Background: an optimization exercise with open tools, aiming at a short achievable clock period and few clock cycles. Do not read the settings as production practice. In this exercise RTL edits were held to simulation tests only and were not proved equivalent to the original. Power figures rest on the tool's default switching activity, not on a simulated workload.

## flow/design.v

```verilog
`default_nettype none
package lc4_pkg;
   typedef logic [16-1:0] word_t;
   typedef logic [3-1:0] rsel_t;
   typedef logic [2:0]             nzp_t;   
   typedef enum logic [3:0] {
      OP_BR    = 4'b0000,
      OP_ARITH = 4'b0001,
      OP_LOGIC = 4'b0101,
      OP_LDR   = 4'b0110,
      OP_STR   = 4'b0111,
      OP_CONST = 4'b1001,
      OP_JMP   = 4'b1100
   } opcode_e;
   typedef enum logic [1:0] {
      STALL_NONE  = 2'd0,
      STALL_FLUSH = 2'd2,   
      STALL_LOAD  = 2'd3    
   } stall_e;
endpackage
`default_nettype wire
`timescale 1ns/100ps
`default_nettype none
module lc4_c_inv   (input wire a, output wire y); assign y = ~a; endmodule
module lc4_c_buf   (input wire a, output wire y); assign y = a; endmodule
module lc4_c_nand2 (input wire a, input wire b, output wire y); assign y = ~(a & b); endmodule
module lc4_c_nor2  (input wire a, input wire b, output wire y); assign y = ~(a | b); endmodule
module lc4_c_xor2  (input wire a, input wire b, output wire y); assign y = a ^ b; endmodule
module lc4_c_xnor2 (input wire a, input wire b, output wire y); assign y = ~(a ^ b); endmodule
module lc4_c_nand3 (input wire a, input wire b, input wire c, output wire y);
   assign y = ~(a & b & c);
endmodule
module lc4_c_nand4 (input wire a, input wire b, input wire c, input wire d, output wire y);
   assign y = ~(a & b & c & d);
endmodule
module lc4_c_nor4  (input wire a, input wire b, input wire c, input wire d, output wire y);
   assign y = ~(a | b | c | d);
endmodule
module lc4_c_aoi21 (input wire a1, input wire a2, input wire b, output wire y);
   assign y = ~((a1 & a2) | b);
endmodule
module lc4_c_oai21 (input wire a1, input wire a2, input wire b, output wire y);
   assign y = ~((a1 | a2) & b);
endmodule
module lc4_c_aoi22 (input wire a1, input wire a2, input wire b1, input wire b2, output wire y);
   assign y = ~((a1 & a2) | (b1 & b2));
endmodule
module lc4_c_aoi222 (input wire a1, input wire a2, input wire b1, input wire b2,
                     input wire c1, input wire c2, output wire y);
   assign y = ~((a1 & a2) | (b1 & b2) | (c1 & c2));
endmodule
module lc4_c_mux2  (input wire s, input wire a0, input wire a1, output wire y);
   assign y = s ? a1 : a0;
endmodule
module lc4_ks_carry (
   input  wire [15:0] g,
   input  wire [15:0] t,
   output wire [15:0] c
);
   wire [15:0] g1n, t1n, g2, t2, g3n, t3n;
   genvar k;
   generate
      for (k = 0; k < 16; k++) begin : l1   
         if (k >= 1) begin : f
            lc4_c_aoi21 ug (.a1(t[k]), .a2(g[k-1]), .b(g[k]), .y(g1n[k]));
            lc4_c_nand2 ut (.a(t[k]), .b(t[k-1]), .y(t1n[k]));
         end else begin : p
            lc4_c_inv   ug (.a(g[k]), .y(g1n[k]));
            assign t1n[k] = 1'b1;
         end
      end
      for (k = 0; k < 16; k++) begin : l2   
         if (k >= 2) begin : f
            lc4_c_oai21 ug (.a1(t1n[k]), .a2(g1n[k-2]), .b(g1n[k]), .y(g2[k]));
            lc4_c_nor2  ut (.a(t1n[k]), .b(t1n[k-2]), .y(t2[k]));
         end else begin : p
            lc4_c_inv   ug (.a(g1n[k]), .y(g2[k]));
            assign t2[k] = 1'b0;
         end
      end
      for (k = 0; k < 16; k++) begin : l3   
         if (k >= 4) begin : f
            lc4_c_aoi21 ug (.a1(t2[k]), .a2(g2[k-4]), .b(g2[k]), .y(g3n[k]));
            lc4_c_nand2 ut (.a(t2[k]), .b(t2[k-4]), .y(t3n[k]));
         end else begin : p
            lc4_c_inv   ug (.a(g2[k]), .y(g3n[k]));
            assign t3n[k] = 1'b1;
         end
      end
      for (k = 0; k < 16; k++) begin : l4   
         if (k >= 8) begin : f
            lc4_c_oai21 ug (.a1(t3n[k]), .a2(g3n[k-8]), .b(g3n[k]), .y(c[k]));
         end else begin : p
            lc4_c_inv   ug (.a(g3n[k]), .y(c[k]));
         end
      end
   endgenerate
endmodule
module lc4_c_mux2i (input wire s, input wire a0, input wire a1, output wire y);
   assign y = ~(s ? a1 : a0);
endmodule
module lc4_hold #(parameter int W = 16) (
   input  wire         en,
   input  wire [W-1:0] q,    
   input  wire [W-1:0] d,    
   output wire [W-1:0] y
);
   genvar i;
   generate
      for (i = 0; i < W; i++) begin : bit_g
         lc4_c_mux2 um (.s(en), .a0(q[i]), .a1(d[i]), .y(y[i]));
      end
   endgenerate
endmodule
module lc4_bufv #(parameter int W = 16) (
   input  wire [W-1:0] a,
   output wire [W-1:0] y
);
   genvar i;
   generate
      for (i = 0; i < W; i++) begin : bit_g
         lc4_c_buf ub (.a(a[i]), .y(y[i]));
      end
   endgenerate
endmodule
module lc4_inc16 (
   input  wire [15:0] a,
   output wire [15:0] s
);
   wire [15:0] n1, p2, n3, p4;
   genvar i;
   generate
      for (i = 0; i < 16; i++) begin : bit_g
         if (i >= 1) begin : l1f lc4_c_nand2 u (.a(a[i]), .b(a[i-1]), .y(n1[i])); end
         else        begin : l1p lc4_c_inv   u (.a(a[i]), .y(n1[i])); end
         if (i >= 2) begin : l2f lc4_c_nor2  u (.a(n1[i]), .b(n1[i-2]), .y(p2[i])); end
         else        begin : l2p lc4_c_inv   u (.a(n1[i]), .y(p2[i])); end
         if (i >= 4) begin : l3f lc4_c_nand2 u (.a(p2[i]), .b(p2[i-4]), .y(n3[i])); end
         else        begin : l3p lc4_c_inv   u (.a(p2[i]), .y(n3[i])); end
         if (i >= 8) begin : l4f lc4_c_nor2  u (.a(n3[i]), .b(n3[i-8]), .y(p4[i])); end
         else        begin : l4p lc4_c_inv   u (.a(n3[i]), .y(p4[i])); end
         if (i >= 1) begin : sf  lc4_c_xor2  u (.a(a[i]), .b(p4[i-1]), .y(s[i])); end
         else        begin : sp  lc4_c_inv   u (.a(a[i]), .y(s[i])); end
      end
   endgenerate
endmodule
module lc4_ks_carry_n (
   input  wire [15:0] gn,
   input  wire [15:0] tn,
   output wire [15:0] cn
);
   wire [15:0] g1, t1, g2n, t2n, g3, t3;
   genvar k;
   generate
      for (k = 0; k < 16; k++) begin : l1   
         if (k >= 1) begin : f
            lc4_c_oai21 ug (.a1(tn[k]), .a2(gn[k-1]), .b(gn[k]), .y(g1[k]));
            lc4_c_nor2  ut (.a(tn[k]), .b(tn[k-1]), .y(t1[k]));
         end else begin : p
            lc4_c_inv   ug (.a(gn[k]), .y(g1[k]));
            assign t1[k] = 1'b0;
         end
      end
      for (k = 0; k < 16; k++) begin : l2   
         if (k >= 2) begin : f
            lc4_c_aoi21 ug (.a1(t1[k]), .a2(g1[k-2]), .b(g1[k]), .y(g2n[k]));
            lc4_c_nand2 ut (.a(t1[k]), .b(t1[k-2]), .y(t2n[k]));
         end else begin : p
            lc4_c_inv   ug (.a(g1[k]), .y(g2n[k]));
            assign t2n[k] = 1'b1;
         end
      end
      for (k = 0; k < 16; k++) begin : l3   
         if (k >= 4) begin : f
            lc4_c_oai21 ug (.a1(t2n[k]), .a2(g2n[k-4]), .b(g2n[k]), .y(g3[k]));
            lc4_c_nor2  ut (.a(t2n[k]), .b(t2n[k-4]), .y(t3[k]));
         end else begin : p
            lc4_c_inv   ug (.a(g2n[k]), .y(g3[k]));
            assign t3[k] = 1'b0;
         end
      end
      for (k = 0; k < 16; k++) begin : l4   
         if (k >= 8) begin : f
            lc4_c_aoi21 ug (.a1(t3[k]), .a2(g3[k-8]), .b(g3[k]), .y(cn[k]));
         end else begin : p
            lc4_c_inv   ug (.a(g3[k]), .y(cn[k]));
         end
      end
   endgenerate
endmodule
module lc4_add16 (
   input  wire [15:0] a,
   input  wire [15:0] b,
   input  wire        ci,
   output wire [15:0] s
);
   wire [15:0] gn, tn, x, cn;
   wire        cin_n;
   genvar i;
   generate
      for (i = 0; i < 16; i++) begin : bit_g
         lc4_c_nand2 ug (.a(a[i]), .b(b[i]), .y(gn[i]));
         lc4_c_nor2  ut (.a(a[i]), .b(b[i]), .y(tn[i]));
         lc4_c_xor2  ux (.a(a[i]), .b(b[i]), .y(x[i]));
         lc4_c_xnor2 us (.a(x[i]), .b(cn[i]), .y(s[i]));
      end
   endgenerate
   lc4_c_inv uci (.a(ci), .y(cin_n));
   lc4_ks_carry_n uc (.gn({gn[14:0], cin_n}), .tn({tn[14:0], 1'b1}), .cn(cn));
endmodule
module lc4_pcmux_bit (
   input  wire s9, t9, s11, t11,
   input  wire sa, a, sb, b, sc, c, sd, d,
   output wire y
);
   wire tn, abn, cdn;
   lc4_c_aoi22 ut (.a1(s9), .a2(t9), .b1(s11), .b2(t11), .y(tn));
   lc4_c_aoi22 ua (.a1(sa), .a2(a), .b1(sb), .b2(b), .y(abn));
   lc4_c_aoi22 uc (.a1(sc), .a2(c), .b1(sd), .b2(d), .y(cdn));
   lc4_c_nand3 un (.a(tn), .b(abn), .c(cdn), .y(y));
endmodule
module lc4_alu_bit (
   input  wire m,            
   input  wire mb,           
   input  wire ld,           
   input  wire a_reg,        
   input  wire b_reg,        
   input  wire sub,          
   input  wire sa_m, sa_l, sa_r,   
   input  wire sb_m, sb_l, sb_r,   
   input  wire op_add, op_addxor, op_xor, op_and, op_or,
   input  wire s_nxt,        
   output wire gn,           
   output wire tn,           
   output wire x,            
   output wire y0n,          
   output wire y1n,          
   output wire z0n,          
   output wire z1n           
);
   wire a1, a2, a3, b1, b2, b3, a, b, bs, g, t, y0, y1;
   lc4_c_nand2 ua1 (.a(sa_m), .b(m), .y(a1));
   lc4_c_nand2 ua2 (.a(sa_l), .b(ld), .y(a2));
   lc4_c_nand2 ua3 (.a(sa_r), .b(a_reg), .y(a3));
   lc4_c_nand3 ua  (.a(a1), .b(a2), .c(a3), .y(a));
   lc4_c_xor2  us  (.a(b_reg), .b(sub), .y(bs));
   lc4_c_nand2 ub1 (.a(sb_m), .b(mb), .y(b1));
   lc4_c_nand2 ub2 (.a(sb_l), .b(ld), .y(b2));
   lc4_c_nand2 ub3 (.a(sb_r), .b(bs), .y(b3));
   lc4_c_nand3 ub  (.a(b1), .b(b2), .c(b3), .y(b));
   lc4_c_nand2 ug  (.a(a), .b(b), .y(gn));
   lc4_c_nor2  ut  (.a(a), .b(b), .y(tn));
   lc4_c_xor2  ux  (.a(a), .b(b), .y(x));
   assign g   = ~gn;
   assign t   = ~tn;
   assign y0  = (op_addxor & x) | (op_and & g) | (op_or & t);
   assign y1  = (op_add & ~x) | (op_xor & x) | (op_and & g) | (op_or & t);
   assign y0n = ~y0;
   assign y1n = ~y1;
   assign z0n = ~(y0 ^ s_nxt);
   assign z1n = ~(y1 ^ s_nxt);
endmodule
module lc4_alu (
   input  wire [15:0] i_m,
   input  wire [15:0] i_mb,
   input  wire [15:0] i_ld,
   input  wire [15:0] i_a,
   input  wire [15:0] i_b,
   input  wire [15:0] i_sa_m, i_sa_l, i_sa_r,          
   input  wire [15:0] i_sb_m, i_sb_l, i_sb_r,
   input  wire [15:0] i_subv,                          
   input  wire        i_sub,
   input  wire        i_op_add, i_op_addxor, i_op_xor, i_op_and, i_op_or,
   input  wire        i_s_nxt,
   output wire [15:0] o_res,
   output wire [15:0] o_resb,
   output wire        o_zero
);
   wire [15:0] gn, tn, x, y0n, y1n, z0n, z1n, cn, e;
   wire [7:0]  za1, zl1;
   wire [3:0]  za2, zl2;
   wire [1:0]  za_n, zl_n;
   wire        z_add, z_log, sub_n;
   genvar i;
   generate
      for (i = 0; i < 16; i++) begin : bit_g
         lc4_alu_bit ub (
            .m(i_m[i]), .mb(i_mb[i]), .ld(i_ld[i]), .a_reg(i_a[i]), .b_reg(i_b[i]),
            .sub(i_subv[i]), .sa_m(i_sa_m[i]), .sa_l(i_sa_l[i]), .sa_r(i_sa_r[i]),
            .sb_m(i_sb_m[i]), .sb_l(i_sb_l[i]), .sb_r(i_sb_r[i]),
            .op_add(i_op_add), .op_addxor(i_op_addxor), .op_xor(i_op_xor),
            .op_and(i_op_and), .op_or(i_op_or), .s_nxt(i_s_nxt),
            .gn(gn[i]), .tn(tn[i]), .x(x[i]), .y0n(y0n[i]), .y1n(y1n[i]), .z0n(z0n[i]),
            .z1n(z1n[i])
         );
         lc4_c_mux2i ur (.s(cn[i]), .a0(y1n[i]), .a1(y0n[i]), .y(o_res[i]));
         lc4_c_mux2i uq (.s(cn[i]), .a0(z1n[i]), .a1(z0n[i]), .y(o_resb[i]));
         if (i == 0) begin : z0
            lc4_c_xnor2 ue (.a(x[i]), .b(i_sub), .y(e[i]));
         end else begin : zn
            lc4_c_xor2  ue (.a(x[i]), .b(tn[i-1]), .y(e[i]));
         end
      end
      for (i = 0; i < 8; i++) begin : zt1
         lc4_c_nand2 ua (.a(e[2*i]), .b(e[2*i+1]), .y(za1[i]));
         lc4_c_nand2 ul (.a(y0n[2*i]), .b(y0n[2*i+1]), .y(zl1[i]));
      end
      for (i = 0; i < 4; i++) begin : zt2
         lc4_c_nor2 ua (.a(za1[2*i]), .b(za1[2*i+1]), .y(za2[i]));
         lc4_c_nor2 ul (.a(zl1[2*i]), .b(zl1[2*i+1]), .y(zl2[i]));
      end
      for (i = 0; i < 2; i++) begin : zt3
         lc4_c_nand2 ua (.a(za2[2*i]), .b(za2[2*i+1]), .y(za_n[i]));
         lc4_c_nand2 ul (.a(zl2[2*i]), .b(zl2[2*i+1]), .y(zl_n[i]));
      end
   endgenerate
   lc4_c_nor2 uza (.a(za_n[0]), .b(za_n[1]), .y(z_add));
   lc4_c_nor2 uzl (.a(zl_n[0]), .b(zl_n[1]), .y(z_log));
   lc4_c_mux2 uz  (.s(i_op_add), .a0(z_log), .a1(z_add), .y(o_zero));
   lc4_c_inv uci (.a(i_sub), .y(sub_n));
   lc4_ks_carry_n uc (.gn({gn[14:0], sub_n}), .tn({tn[14:0], 1'b1}), .cn(cn));
endmodule
module lc4_fsel (
   input  wire mislate,       
   input  wire brv,           
   input  wire m_setcc,       
   input  wire n, z,          
   input  wire mn, mz, mp,    
   input  wire misw,          
   input  wire stall,
   input  wire boot,
   input  wire f_pred,        
   input  wire f_j,           
   output wire mis,
   output wire s_malt, s_alt, s_hold, s_t9, s_t11, s_seq
);
   wire mis_m;
   assign mis_m  = n ? mn : (z ? mz : mp);
   assign mis    = !mislate && brv && (m_setcc ? mis_m : misw);
   assign s_malt = mislate;
   assign s_alt  = mis;
   assign s_hold = !mislate && !mis && (stall || !boot);
   assign s_t9   = !mislate && !mis && !stall && boot && f_pred && !f_j;
   assign s_t11  = !mislate && !mis && !stall && boot && f_pred && f_j;
   assign s_seq  = !mislate && !mis && !stall && boot && !f_pred;
endmodule
module lc4_fpred (
   input  wire [15:0] i,
   output wire        y
);
   wire c, brc;
   assign c   = !i[13] && !i[12];
   assign brc = (i[8] && (i[11] || i[10] || i[9])) || (i[9] && (i[11] || i[10]));
   assign y   = c && ((i[15] && i[14] && i[11]) || (!i[15] && !i[14] && brc));
endmodule
module lc4_opsel (
   input  wire [2:0] r,       
   input  wire       use_r,   
   input  wire       mv,      
   input  wire       mld,     
   input  wire [2:0] mrd,
   input  wire       wv,      
   input  wire [2:0] wrd,
   output wire       s_ld, s_m, s_w, s_rf
);
   wire mh, wh;
   assign mh   = mv && r == mrd;
   assign wh   = wv && r == wrd;
   assign s_ld = use_r && mh && mld;
   assign s_m  = use_r && mh && !mld;
   assign s_w  = use_r && !mh && wh;
   assign s_rf = use_r && !mh && !wh;
endmodule
`timescale 1ns/100ps
`default_nettype none
module lc4_pipeline (
   input  wire                 gwe,
   input  wire                 i_arst_n,
   output lc4_pkg::word_t      o_imem_addr,
   input  wire lc4_pkg::word_t i_imem_data,
   output lc4_pkg::word_t      o_dmem_addr,
   output logic                o_dmem_we,
   output lc4_pkg::word_t      o_dmem_wdata,
   input  wire lc4_pkg::word_t i_dmem_rdata,
   output lc4_pkg::stall_e     o_wb_stall,
   output lc4_pkg::word_t      o_wb_pc,
   output lc4_pkg::word_t      o_wb_insn,
   output logic                o_wb_rf_we,
   output lc4_pkg::rsel_t      o_wb_rf_wsel,
   output lc4_pkg::word_t      o_wb_rf_wdata,
   output logic                o_wb_nzp_we,
   output lc4_pkg::nzp_t       o_wb_nzp
);
   localparam int NS = 4;   
   function automatic logic [2:0] nzp_of(input logic [15:0] v);
      nzp_of = {v[15], v == 16'd0, !v[15] && (v != 16'd0)};
   endfunction
   function automatic logic [7:0] onehot(input logic [2:0] r);
      onehot = 8'd1 << r;
   endfunction
   logic [15:0] pc, pc_o, pc_a, pc_p1;   
   localparam logic [15:0] K_PC = 16'h8200;
   logic [15:0] pc_x, pc_ax;
   logic        r_boot;   
   logic        r_bub;   
   assign pc    = pc_x ^ K_PC;
   assign pc_a  = pc_ax ^ K_PC;
   assign o_wb_stall = r_bub ? lc4_pkg::STALL_FLUSH : lc4_pkg::STALL_NONE;
   logic        x_valid;
   logic [15:0] x_pc, x_insn, x_a, x_b, x_sd, x_alt;
   logic [NS-1:0] x_sa_m, x_sa_l, x_sa_r, x_sb_m, x_sb_l, x_sb_r, x_subc;
   logic        x_bps;
   logic        x_we, x_ld, x_st, x_brv, x_pred;
   logic        x_mn, x_mz, x_mp;   
   logic        x_misw;             
   logic        x_brl;              
   logic        m_misl;             
   logic [15:0] m_alt;
   logic [2:0]  x_rd, x_mask;
   logic [7:0]  x_rd1h;
   logic        x_sub, x_op_add, x_op_addxor, x_op_and, x_op_or, x_op_xor;
   logic        m_valid, m_st_v;
   logic [15:0] m_pc, m_insn, m_res, m_mb, m_sd, m_addr;
   logic        m_we, m_ld, m_z, m_setcc;
   logic [2:0]  m_rd;
   logic [7:0]  m_rd1h;
   logic        w_valid;
   logic [15:0] w_val;
   logic        w_we;
   logic [2:0]  w_rd;
   logic [7:0]  w_rd1h;
   logic [15:0] rf [8];
   logic [2:0]  ccw;   
   assign o_imem_addr = pc_o;
   logic [15:0] fi;
   logic [3:0]  f_op;
   logic        f_arith, f_arith_ok, f_logic, f_ldr, f_str, f_const, f_br, f_jmp, f_not;
   logic        f_sub, f_we, f_use_rs, f_use_rt, f_triv, f_pred;
   logic [7:0]  f_rs1h, f_rt1h, f_rd1h;
   logic [15:0] f_imm_b, f_off9, f_off11;
   logic [15:0] f_tgt9, f_tgt11;
   assign fi         = i_imem_data;
   assign f_op       = fi[15:12];
   assign f_arith    = f_op == 4'b0001;
   assign f_arith_ok = f_arith && (fi[5] || !fi[3]);
   assign f_logic    = f_op == 4'b0101;
   assign f_ldr      = f_op == 4'b0110;
   assign f_str      = f_op == 4'b0111;
   assign f_const    = f_op == 4'b1001;
   assign f_br       = f_op == 4'b0000 && fi[11:9] != 3'b000;
   assign f_jmp      = f_op == 4'b1100 && fi[11];
   assign f_not      = f_logic && !fi[5] && fi[4:3] == 2'b01;
   assign f_sub      = f_arith && !fi[5] && fi[4:3] == 2'b10;
   assign f_we       = f_arith_ok || f_logic || f_ldr || f_const;
   assign f_use_rs   = f_arith_ok || f_logic || f_ldr || f_str;
   assign f_use_rt   = (f_arith_ok || f_logic) && !fi[5] && !f_not;
   assign f_triv     = fi[15] ? (fi[10:0] == 11'd0) : (fi[8:0] == 9'd0);
   lc4_fpred u_fpred (.i(fi), .y(f_pred));
   logic [1:0] f_pred2;
   lc4_fpred u_fp0 (.i(fi), .y(f_pred2[0]));
   lc4_fpred u_fp1 (.i(fi), .y(f_pred2[1]));
   assign f_imm_b    = (f_ldr || f_str) ? {{10{fi[5]}}, fi[5:0]} :
                       f_const          ? {{7{fi[8]}}, fi[8:0]} :
                       f_not            ? 16'hFFFF :
                                          {{11{fi[4]}}, fi[4:0]};
   assign f_rs1h     = onehot(fi[8:6]);
   assign f_rt1h     = onehot(fi[2:0]);
   assign f_rd1h     = onehot(fi[11:9]);
   assign f_off9  = {{7{fi[8]}}, fi[8:0]};
   assign f_off11 = {{5{fi[10]}}, fi[10:0]};
   lc4_add16 u_t9   (.a(pc_a), .b(f_off9),  .ci(1'b1), .s(f_tgt9));
   lc4_add16 u_t11  (.a(pc_a), .b(f_off11), .ci(1'b1), .s(f_tgt11));
   lc4_inc16 u_inc  (.a(pc), .s(pc_p1));
   logic        stall, r_replay;
   logic [15:0] r_rpc;
   assign stall = r_boot && x_valid && x_ld && f_sub && (fi[2:0] == x_rd);
   logic [15:0] rf_s, rf_t, rf_d;
   logic [15:0] a_nxt, b_nxt, sd_nxt;
   always_comb begin
      rf_s = '0;
      rf_t = '0;
      rf_d = '0;
      for (int k = 0; k < 8; k++) begin
         rf_s = rf_s | (f_rs1h[k] ? rf[k] : 16'd0);
         rf_t = rf_t | (f_rt1h[k] ? rf[k] : 16'd0);
         rf_d = rf_d | (f_rd1h[k] ? rf[k] : 16'd0);
      end
   end
   logic       w_wv;   
   logic [3:0] a_ld4, a_m4, a_w4, a_rf4, b_ld4, b_m4, b_w4, b_rf4, s_ld4, s_m4, s_w4, s_rf4;
   genvar gi;
   generate
      for (gi = 0; gi < 2; gi++) begin : ops
         lc4_opsel u_a (.r(fi[8:6]), .use_r(f_use_rs), .mv(m_setcc), .mld(m_ld), .mrd(m_rd),
                        .wv(w_wv), .wrd(w_rd), .s_ld(a_ld4[gi]), .s_m(a_m4[gi]),
                        .s_w(a_w4[gi]), .s_rf(a_rf4[gi]));
         lc4_opsel u_b (.r(fi[2:0]), .use_r(f_use_rt), .mv(m_setcc), .mld(m_ld), .mrd(m_rd),
                        .wv(w_wv), .wrd(w_rd), .s_ld(b_ld4[gi]), .s_m(b_m4[gi]),
                        .s_w(b_w4[gi]), .s_rf(b_rf4[gi]));
         lc4_opsel u_s (.r(fi[11:9]), .use_r(1'b1), .mv(m_setcc), .mld(m_ld), .mrd(m_rd),
                        .wv(w_wv), .wrd(w_rd), .s_ld(s_ld4[gi]), .s_m(s_m4[gi]),
                        .s_w(s_w4[gi]), .s_rf(s_rf4[gi]));
      end
      for (gi = 0; gi < 16; gi++) begin : opv
         assign a_nxt[gi]  = (a_ld4[gi/8] & i_dmem_rdata[gi]) | (a_m4[gi/8] & m_res[gi]) |
                             (a_w4[gi/8] & w_val[gi]) | (a_rf4[gi/8] & rf_s[gi]);
         assign b_nxt[gi]  = (b_ld4[gi/8] & i_dmem_rdata[gi]) | (b_m4[gi/8] & m_res[gi]) |
                             (b_w4[gi/8] & w_val[gi]) | (b_rf4[gi/8] & rf_t[gi]) |
                             (!f_use_rt & f_imm_b[gi]);
         assign sd_nxt[gi] = (s_ld4[gi/8] & i_dmem_rdata[gi]) | (s_m4[gi/8] & m_res[gi]) |
                             (s_w4[gi/8] & w_val[gi]) | (s_rf4[gi/8] & rf_d[gi]);
      end
   endgenerate
   logic bpa_nxt, bpb_nxt, bla_nxt, blb_nxt;
   assign bpa_nxt = f_use_rs && x_valid && x_we && !x_ld && (fi[8:6] == x_rd);
   assign bpb_nxt = f_use_rt && x_valid && x_we && !x_ld && (fi[2:0] == x_rd);
   assign bla_nxt = f_use_rs && x_valid && x_ld && (fi[8:6] == x_rd);
   assign blb_nxt = f_use_rt && x_valid && x_ld && (fi[2:0] == x_rd);
   logic [NS-1:0] sa_m_nxt, sa_l_nxt, sa_r_nxt, sb_m_nxt, sb_l_nxt, sb_r_nxt, sub_nxt;
   generate
      for (gi = 0; gi < NS; gi++) begin : sel
         lc4_c_buf  u_sam (.a(bpa_nxt), .y(sa_m_nxt[gi]));
         lc4_c_buf  u_sal (.a(bla_nxt), .y(sa_l_nxt[gi]));
         lc4_c_nor2 u_sar (.a(bpa_nxt), .b(bla_nxt), .y(sa_r_nxt[gi]));
         lc4_c_buf  u_sbm (.a(bpb_nxt), .y(sb_m_nxt[gi]));
         lc4_c_buf  u_sbl (.a(blb_nxt), .y(sb_l_nxt[gi]));
         lc4_c_nor2 u_sbr (.a(bpb_nxt), .b(blb_nxt), .y(sb_r_nxt[gi]));
         lc4_c_buf u_sub (.a(f_sub),   .y(sub_nxt[gi]));
      end
   endgenerate
   logic [15:0] x_res, x_resb;
   logic [15:0] sa_m16, sa_l16, sa_r16, sb_m16, sb_l16, sb_r16, sub16;
   logic        x_zero;
   logic [2:0]  m_nzp_f;
   logic        x_mis;
   always_comb begin
      for (int i = 0; i < 16; i++) begin
         sa_m16[i] = x_sa_m[i / (16 / NS)];
         sa_l16[i] = x_sa_l[i / (16 / NS)];
         sa_r16[i] = x_sa_r[i / (16 / NS)];
         sb_m16[i] = x_sb_m[i / (16 / NS)];
         sb_l16[i] = x_sb_l[i / (16 / NS)];
         sb_r16[i] = x_sb_r[i / (16 / NS)];
         sub16[i]  = x_subc[i / (16 / NS)];
      end
   end
   lc4_alu u_alu (
      .i_m(m_res), .i_mb(m_mb), .i_ld(i_dmem_rdata), .i_a(x_a), .i_b(x_b),
      .i_sa_m(sa_m16), .i_sa_l(sa_l16), .i_sa_r(sa_r16),
      .i_sb_m(sb_m16), .i_sb_l(sb_l16), .i_sb_r(sb_r16), .i_subv(sub16),
      .i_sub(x_sub), .i_op_add(x_op_add), .i_op_addxor(x_op_addxor), .i_op_xor(x_op_xor),
      .i_op_and(x_op_and), .i_op_or(x_op_or), .i_s_nxt(f_sub),
      .o_res(x_res), .o_resb(x_resb), .o_zero(x_zero)
   );
   assign m_nzp_f = {m_res[15], m_z, !m_res[15] && !m_z};
   logic [2:0] ccw_nxt;
   assign ccw_nxt = !(m_valid && m_we) ? ccw : (m_ld ? nzp_of(i_dmem_rdata) : m_nzp_f);
   logic [7:0]  s_malt, s_alt, s_hold, s_t9, s_t11, s_seq, mis_c;
   logic [15:0] pc_nxt, pc_nxt_o, pc_nxt_a, x_res_o;
   logic [15:0] pc_hold;
   logic        s_malt_c, s_alt_c, s_hold_c, s_t9_c, s_t11_c, s_seq_c;
   lc4_fsel u_fsel_c (
      .mislate(m_misl), .brv(x_brv), .m_setcc(m_setcc), .n(m_res[15]), .z(m_z), .mn(x_mn), .mz(x_mz),
      .mp(x_mp), .misw(x_misw), .stall(r_replay), .boot(r_boot), .f_pred(f_pred),
      .f_j(fi[15]), .mis(x_mis), .s_malt(s_malt_c), .s_alt(s_alt_c), .s_hold(s_hold_c), .s_t9(s_t9_c), .s_t11(s_t11_c),
      .s_seq(s_seq_c)
   );
   generate
      for (gi = 0; gi < 8; gi++) begin : fs
         lc4_fsel u_fsel (
            .mislate(m_misl), .brv(x_brv), .m_setcc(m_setcc), .n(m_res[15]), .z(m_z), .mn(x_mn), .mz(x_mz),
            .mp(x_mp), .misw(x_misw), .stall(r_replay), .boot(r_boot),
            .f_pred(f_pred2[gi/4]), .f_j(fi[15]), .mis(mis_c[gi]), .s_malt(s_malt[gi]),
            .s_alt(s_alt[gi]), .s_hold(s_hold[gi]),
            .s_t9(s_t9[gi]), .s_t11(s_t11[gi]), .s_seq(s_seq[gi])
         );
      end
   endgenerate
   generate
      for (gi = 0; gi < 16; gi++) begin : pcm
         assign pc_hold[gi] = r_replay ? r_rpc[gi] : pc[gi];
         lc4_pcmux_bit u_pc (.s9(s_t9[gi/2]), .t9(f_tgt9[gi]), .s11(s_t11[gi/2]),
                             .t11(f_tgt11[gi]), .sa(s_malt[gi/2]), .a(m_alt[gi]),
                             .sb(s_alt[gi/2]), .b(x_alt[gi]), .sc(s_seq[gi/2]), .c(pc_p1[gi]),
                             .sd(s_hold[gi/2]), .d(pc_hold[gi]), .y(pc_nxt[gi]));
      end
   endgenerate
   lc4_bufv #(16) u_pco (.a(pc_nxt), .y(pc_nxt_o));
   lc4_bufv #(16) u_pca (.a(pc_nxt), .y(pc_nxt_a));
   lc4_bufv #(16) u_mad (.a(x_res), .y(x_res_o));
   logic [15:0] m_val_o;
   lc4_bufv #(16) u_mvo (.a(m_ld ? i_dmem_rdata : m_res), .y(m_val_o));
   logic f_go, f_brnt;
   assign f_go   = r_boot && !r_replay && !stall && !x_mis && !m_misl;
   assign f_brnt = f_br && !f_triv;
   logic [15:0] rf_nxt [8];
   generate
      for (gi = 0; gi < 8; gi++) begin : rfw
         lc4_hold #(16) u_h (.en(w_valid && w_we && w_rd1h[gi]), .q(rf[gi]), .d(w_val),
                             .y(rf_nxt[gi]));
      end
   endgenerate
   always_ff @(posedge gwe or negedge i_arst_n) begin
      if (!i_arst_n) begin
         pc_x    <= '0;
         r_boot  <= 1'b0;
         pc_ax   <= '0;
         r_replay <= 1'b0;
         x_valid <= 1'b0;
         x_brv   <= 1'b0;
         x_brl   <= 1'b0;
         m_misl  <= 1'b0;
         m_valid <= 1'b0;
         w_valid <= 1'b0;
         ccw     <= 3'b000;
         for (int k = 0; k < 8; k++) rf[k] <= '0;
      end else begin
         pc_x   <= pc_nxt ^ K_PC;
         r_boot <= 1'b1;
         pc_ax   <= pc_nxt_a ^ K_PC;
         x_valid <= f_go;
         r_replay <= r_boot && !r_replay && stall && !x_mis && !m_misl;
         x_brv   <= f_go && f_brnt && !(x_valid && x_ld);
         x_brl   <= f_go && f_brnt && x_valid && x_ld;
         m_misl  <= x_brl && !m_misl && (|(x_mask & ccw_nxt) != x_pred);
         m_valid <= x_valid && !m_misl;
         w_valid <= m_valid;
         for (int k = 0; k < 8; k++) rf[k] <= rf_nxt[k];
         if (m_valid && m_we) ccw <= m_ld ? nzp_of(i_dmem_rdata) : m_nzp_f;
      end
   end
   always_ff @(posedge gwe) begin
      pc_o        <= pc_nxt_o;
      r_rpc       <= pc;
      m_st_v      <= x_valid && x_st && !m_misl;
      r_bub       <= !m_valid;
      o_wb_rf_we  <= m_valid && m_we;
      o_wb_nzp_we <= m_valid && m_we;
   end
   always_ff @(posedge gwe) begin
      x_pc     <= pc;
      x_insn   <= fi;
      x_a      <= a_nxt;
      x_b      <= b_nxt;
      x_sd     <= sd_nxt;
      x_sa_m   <= sa_m_nxt;
      x_sa_l   <= sa_l_nxt;
      x_sa_r   <= sa_r_nxt;
      x_sb_m   <= sb_m_nxt;
      x_sb_l   <= sb_l_nxt;
      x_sb_r   <= sb_r_nxt;
      x_subc   <= sub_nxt;
      x_bps    <= f_str && x_valid && x_we && (fi[11:9] == x_rd);
      x_alt    <= f_pred ? pc_p1 : f_tgt9;
      x_we     <= f_we;
      x_ld     <= f_ldr;
      x_st     <= f_str;
      x_mn     <= fi[11] != f_pred;
      x_mz     <= fi[10] != f_pred;
      x_mp     <= fi[9] != f_pred;
      x_misw   <= |(fi[11:9] & ccw_nxt) != f_pred;
      x_pred   <= f_pred;
      x_rd     <= fi[11:9];
      x_rd1h   <= f_rd1h;
      x_mask   <= fi[11:9];
      x_sub    <= f_sub;
      x_op_add    <= !f_logic && !f_const;
      x_op_addxor <= (!f_logic && !f_const) || (f_logic && !fi[5] && fi[3]);
      x_op_and    <= f_logic && (fi[5] || fi[4:3] == 2'b00);
      x_op_or     <= f_const || (f_logic && !fi[5] && fi[4:3] == 2'b10);
      x_op_xor    <= f_logic && !fi[5] && fi[3];
      m_pc   <= x_pc;
      m_insn <= x_insn;
      m_res  <= x_res;
      m_addr <= x_res_o;
      m_mb   <= x_resb;
      m_z    <= x_zero;
      m_sd   <= x_bps ? (m_ld ? i_dmem_rdata : m_res) : x_sd;
      m_we   <= x_we;
      m_setcc <= x_valid && x_we && !m_misl;
      m_alt   <= x_alt;
      m_ld   <= x_ld;
      m_rd   <= x_rd;
      m_rd1h <= x_rd1h;
      w_val  <= m_ld ? i_dmem_rdata : m_res;
      w_we   <= m_we;
      w_wv   <= m_setcc;
      w_rd   <= m_rd;
      w_rd1h <= m_rd1h;
      o_wb_pc       <= m_pc;
      o_wb_insn     <= m_insn;
      o_wb_rf_wsel  <= m_rd;
      o_wb_rf_wdata <= m_val_o;
      o_wb_nzp      <= m_ld ? nzp_of(i_dmem_rdata) : m_nzp_f;
   end
   assign o_dmem_addr  = m_addr;
   assign o_dmem_we    = m_st_v;
   assign o_dmem_wdata = m_sd;
endmodule
`default_nettype wire
```

## flow/run.sh

```bash
#!/bin/bash
# synth_recipe.tcl (not shown) runs the flow's synth.tcl, then flattens the netlist and writes it again
# the make line also repeats each setting of config.mk as NAME=value (left out here)
make -C /OpenROAD-flow-scripts/flow DESIGN_CONFIG=/design/flow/config.mk WORK_HOME=/design/flow/orfs CLKGATE_MAP_FILE= SYNTH_SCRIPT=/design/flow/synth_recipe.tcl finish
```

## flow/config.mk

```make
export PLATFORM = sky130hd
export DESIGN_NAME = lc4_pipeline
export DESIGN_NICKNAME = lc4_pipeline
export VERILOG_FILES = /design/flow/design.v
export SDC_FILE = /design/flow/constraint.sdc
export NUM_CORES = 4
export LEC_CHECK = 0
export CAP_MARGIN = 20
export CORE_MARGIN = 2
export CORE_UTILIZATION = 40
export SETUP_SLACK_MARGIN = 3.0
export SLEW_MARGIN = 20
export SYNTH_HIERARCHICAL = 1
export SYNTH_MINIMUM_KEEP_SIZE = 0
```

## flow/constraint.sdc

```tcl
create_clock -name core_clock -period 5.0 [get_ports {gwe}]
set_input_delay 1.0000 -clock core_clock [delete_from_list [all_inputs] [get_ports {gwe}]]
set_output_delay 1.0000 -clock core_clock [all_outputs]
set_load 0.01 [all_outputs]
```

==> notes.md <==
[metal layers]
metal	wire length, um	up-vias
met3	8086	230
met1	41420	11216
met5	0	-
li1	-	9917
met2	44560	1109
met4	3857	0
[flip-flops by register name (all words and copies together), names as in the netlist, 8 cells and up]
signal	count
w_rd1h	8
rf	128
m_mb	16
x_rd1h	8
x_alt	16
r_rpc	16
x_insn	14
x_sd	16
m_rd1h	8
w_val	15
pc_x	16
m_res	16
x_a	16
o_wb_rf_wdata	16
pc_ax	16
o_wb_pc	16
m_addr	16
o_wb_insn	14
m_pc	16
m_sd	16
x_b	16
m_alt	16
m_insn	14
pc_o	16
[through the flow]
step | area [um2] | worst slack [ps]
4_1_cts | 34020 | 2828
6_report | 35300 | 2720
3_3_place_gp | 30240 | 1134
5_1_grt | 35290 | 2610
3_5_place_dp | 30240 | 1059
2_1_floorplan | 28760 | 1746
[worst max-delay path by stage]
stage               endpoint  slack [ps]  cells after the start
detailed placement   x_sd[2]        1060                      7
global route          x_b[0]        2610                     11
CTS                  pc_o[3]        2830                     12
finish                x_b[0]        2720                     11
global placement      x_b[2]        1130                     12
floorplan              x_brv        1750                      6
[layout by cell type, fill, tap and decap left out, types with 67 or more instances in the layout]
cell type / count
o21ai_1: 72
mux2_2: 69
mux2_4: 145
clkbuf_16: 67
nand2_1: 255
mux2i_1: 70
dfxtp_1: 301
buf_6: 75
a22oi_1: 72
nor2_1: 132
dfrtp_1: 167
xor2_1: 110
buf_4: 112
inv_1: 121
[repair_timing]
action	CTS	global route
endpoints found under the hold margin	0	0
cloned	10	9
pin swaps	115	84
endpoints found under the setup margin	337	267
resized for setup	914	212
hold buffers	0	0
buffers inserted	77	24
[critical path: cells and delay by family]
family          cells  cell delay [ps]
compound gates      3              490
buf+inv             5              490
simple gates        3              790
[power groups by stage]
stage / combinational (uW) / clock, uW / sequential, uW
3_3_place_gp: 4000 / 0 / 6320
5_1_grt: 4800 / 4780 / 6440
3_5_place_dp: 4040 / 0 / 6340
2_1_floorplan: 2970 / 0 / 6040
6_report: 4510 / 4530 / 6350
4_1_cts: 4230 / 4620 / 6280
[area by class of cell]
type,count,area [um2],share of cell area
Antenna cell,1,2.502,0.00007090
Clock buffer,72,1605,0.04548
Clock inverter,32,406.6,0.01152
Inverter,141,544.3,0.01542
Multi-Input combinational cell,1836,16700,0.4733
Sequential cell,537,11720,0.3321
Tap cell,873,1092,0.03095
Timing Repair Buffer,306,3219,0.09121
==> reports/results.md <==
| Parameter | Reported |
|---|---|
| Global Route met1 Usage | 0.3637 |
| Max frequency | 438.5 MHz |
| Detailed router's first-iteration violation count | 2,817 |
| Fraction of power spent switching nets | 0.3402 |
| Maximum level of the CTS H-tree | 2 |
| Bufs on Longest Clock Path | 3 |
| Overflow after GRT | 0 |
| Worst-skew pair later-pin latency | 630 ps |
| First-pass GRT wire length | 143.8 mm |
| Clock net sink count | 537 |
| Endpoint class of the critical path | register |
| Total internal power | 10,150 uW |
| Clock tree skew after final layout | 18.61 ps |
| Y dimension of the die | 265.5 um |
| Summed instance area of the synthesized netlist | 0.02736 mm2 |
| Residual antenna-violating net count after detailed routing | 0 |
| Vias in the first global route | 22,480 |
| Final WL | 97.92 mm |
| Critical path data arrival time | 2810 ps |
| Largest net degree at the start of global routing | 95 |
| Power share of the combinational group | 0.293 |
| Die outline width | 265.5 um |
| Worst R2R Start | r_replay |
| Switching power total | 5235 uW |
| Setup repair after global routing missed its margin | true |
| Number of buffer cells added on primary ports | 139 |
| Maximum net fanout on the critical path | 5 |
| Maximum cell stage delay along the critical path | 400 ps |
| Clock root cell | clkbuf_16 |
| Origin of the worst min-delay path | m_insn[4] |
| Worst Tran Pin Value | 1100 ps |
| Crit path launch | i_imem_data[12] |
| DR WL/cell | 25.78 um |
| Most numerous cell on the critical path | buf_6 |
| Number of antenna violations at the first check in global routing | 0 |
| Worst setup slack for register-to-register paths | 2870 ps |
| Minimum clock period after layout | 2280 ps |
| Clock transition time at the flip-flop clock pins of the worst setup and hold paths | 60 ps |
| Final hold violation count | 0 |
| Length in cells of the worst reg-to-reg path | 5 |
| Global routing usage summed across all routing layers | 0.2670 |
| Mapped Avg Cell Area | 10.15 um2 |
| Setup TNS | 0 ps |
| Post-Layout Cell Count | 3,798 |
| IO Count | 141 |
| CTS buffer count | 57 |
| Final hold slack | 325.0 ps |
| Worst setup SP type | primary input |
| Syn-to-layout area delta | 29.01% |
| Number of design rule violations left after detail routing | 0 |
| Number of vias per cell after detailed routing | 5.917 |
| Critical path start-end classification | primary input to register |
| Worst min-delay path category | register to register |
| Initial Utilization | 0.4059 |
| Required time of the critical path | 5530 ps |
| Count of pins over their slew limit | 0 |
| Flop pwr share | 0.412 |
| Net total in the final layout | 2,913 |
| Placed Cells incl. Taps | 3,573 |
| Power density over cell area | 436.0 mW/mm2 |
| Run status | finished clean |
| Count of standard-cell rows | 95 |
| Final clock period utilization by the worst path | 0.4561 |
| Met2 Use GR | 0.4282 |
| Worst Hold End | o_wb_insn[4] |
| Layout fillers | 5,791 |
| VDD IR-drop max | 0.2443 mV |
| Number of search-and-repair iterations in the first detailed-routing pass | 9 |
| Crit-path cells | buf_6, buf_6, or3b_4, a211oi_4, nand2_2, clkinv_4, inv_6, nor3b_4, buf_4, a222oi_1, o2111ai_1 |
| Highest-delay cell along the critical path | or3b_4 |
| Power share of the clock group | 0.294 |
| TritonCTS clock tree | yes |
| Placeable Area | 0.06740 mm2 |
| Fraction of the core area covered by cells at the end of the flow | 0.5237 |
| Most used routing layer | met2 |
| Detailed Place HPWL | 65.72 mm |
| Fraction of final layout cells sized beyond drive strength 1 | 0.4330 |
| Slew margin rel. | 0.2654 |
| Floorplan die area | 0.07050 mm2 |
| Overall power | 15,390 uW |
| Via total after detailed routing | 22,472 |
| Synthesized instance count | 2,695 |
| Leak pwr | 0.01467 uW |
| Hold depth | 0 |
| Worst reg2reg path endpoint | pc_o[3] |
| Synth warn | 10 |
| Max-capacitance violation count | 0 |
| Met3 usage | 0.04555 |
| Setup-violating endpoint count in the final report | 0 |
| Weighted congestion at the end of routability-driven global placement | 0.9598 |
Testbench counts, summed over its fixed seeds: cycles 9,161.

==> separate check: timing with driven ports <==
Ports are ideal in the flow. The routed layout listed here was re-timed in OpenROAD.
Step 1, drivers: a clkbuf_16 drives gwe and a buf_2 each remaining input, both assumed.
Step 2 times the ports against the registers' clock, not the clock port: input delays grow and output delays shrink by t, the midpoint of the rising clock arrivals with the driver on.
Three values: no drivers, after step 1, after step 2; two values: the first two.
shift t [ns]: 0.685
slack for setup (ns): 2.720 / 2.720 / 2.035
hold slack, ns: 0.325 / 0.325 / 0.325
worst setup path after step 2: input to register
cell pins on the clock port's net: 1
After both steps setup and hold are still met in this run. The setup slack of this run moves by 0.000 ns with the drivers and by -0.685 ns with both steps.
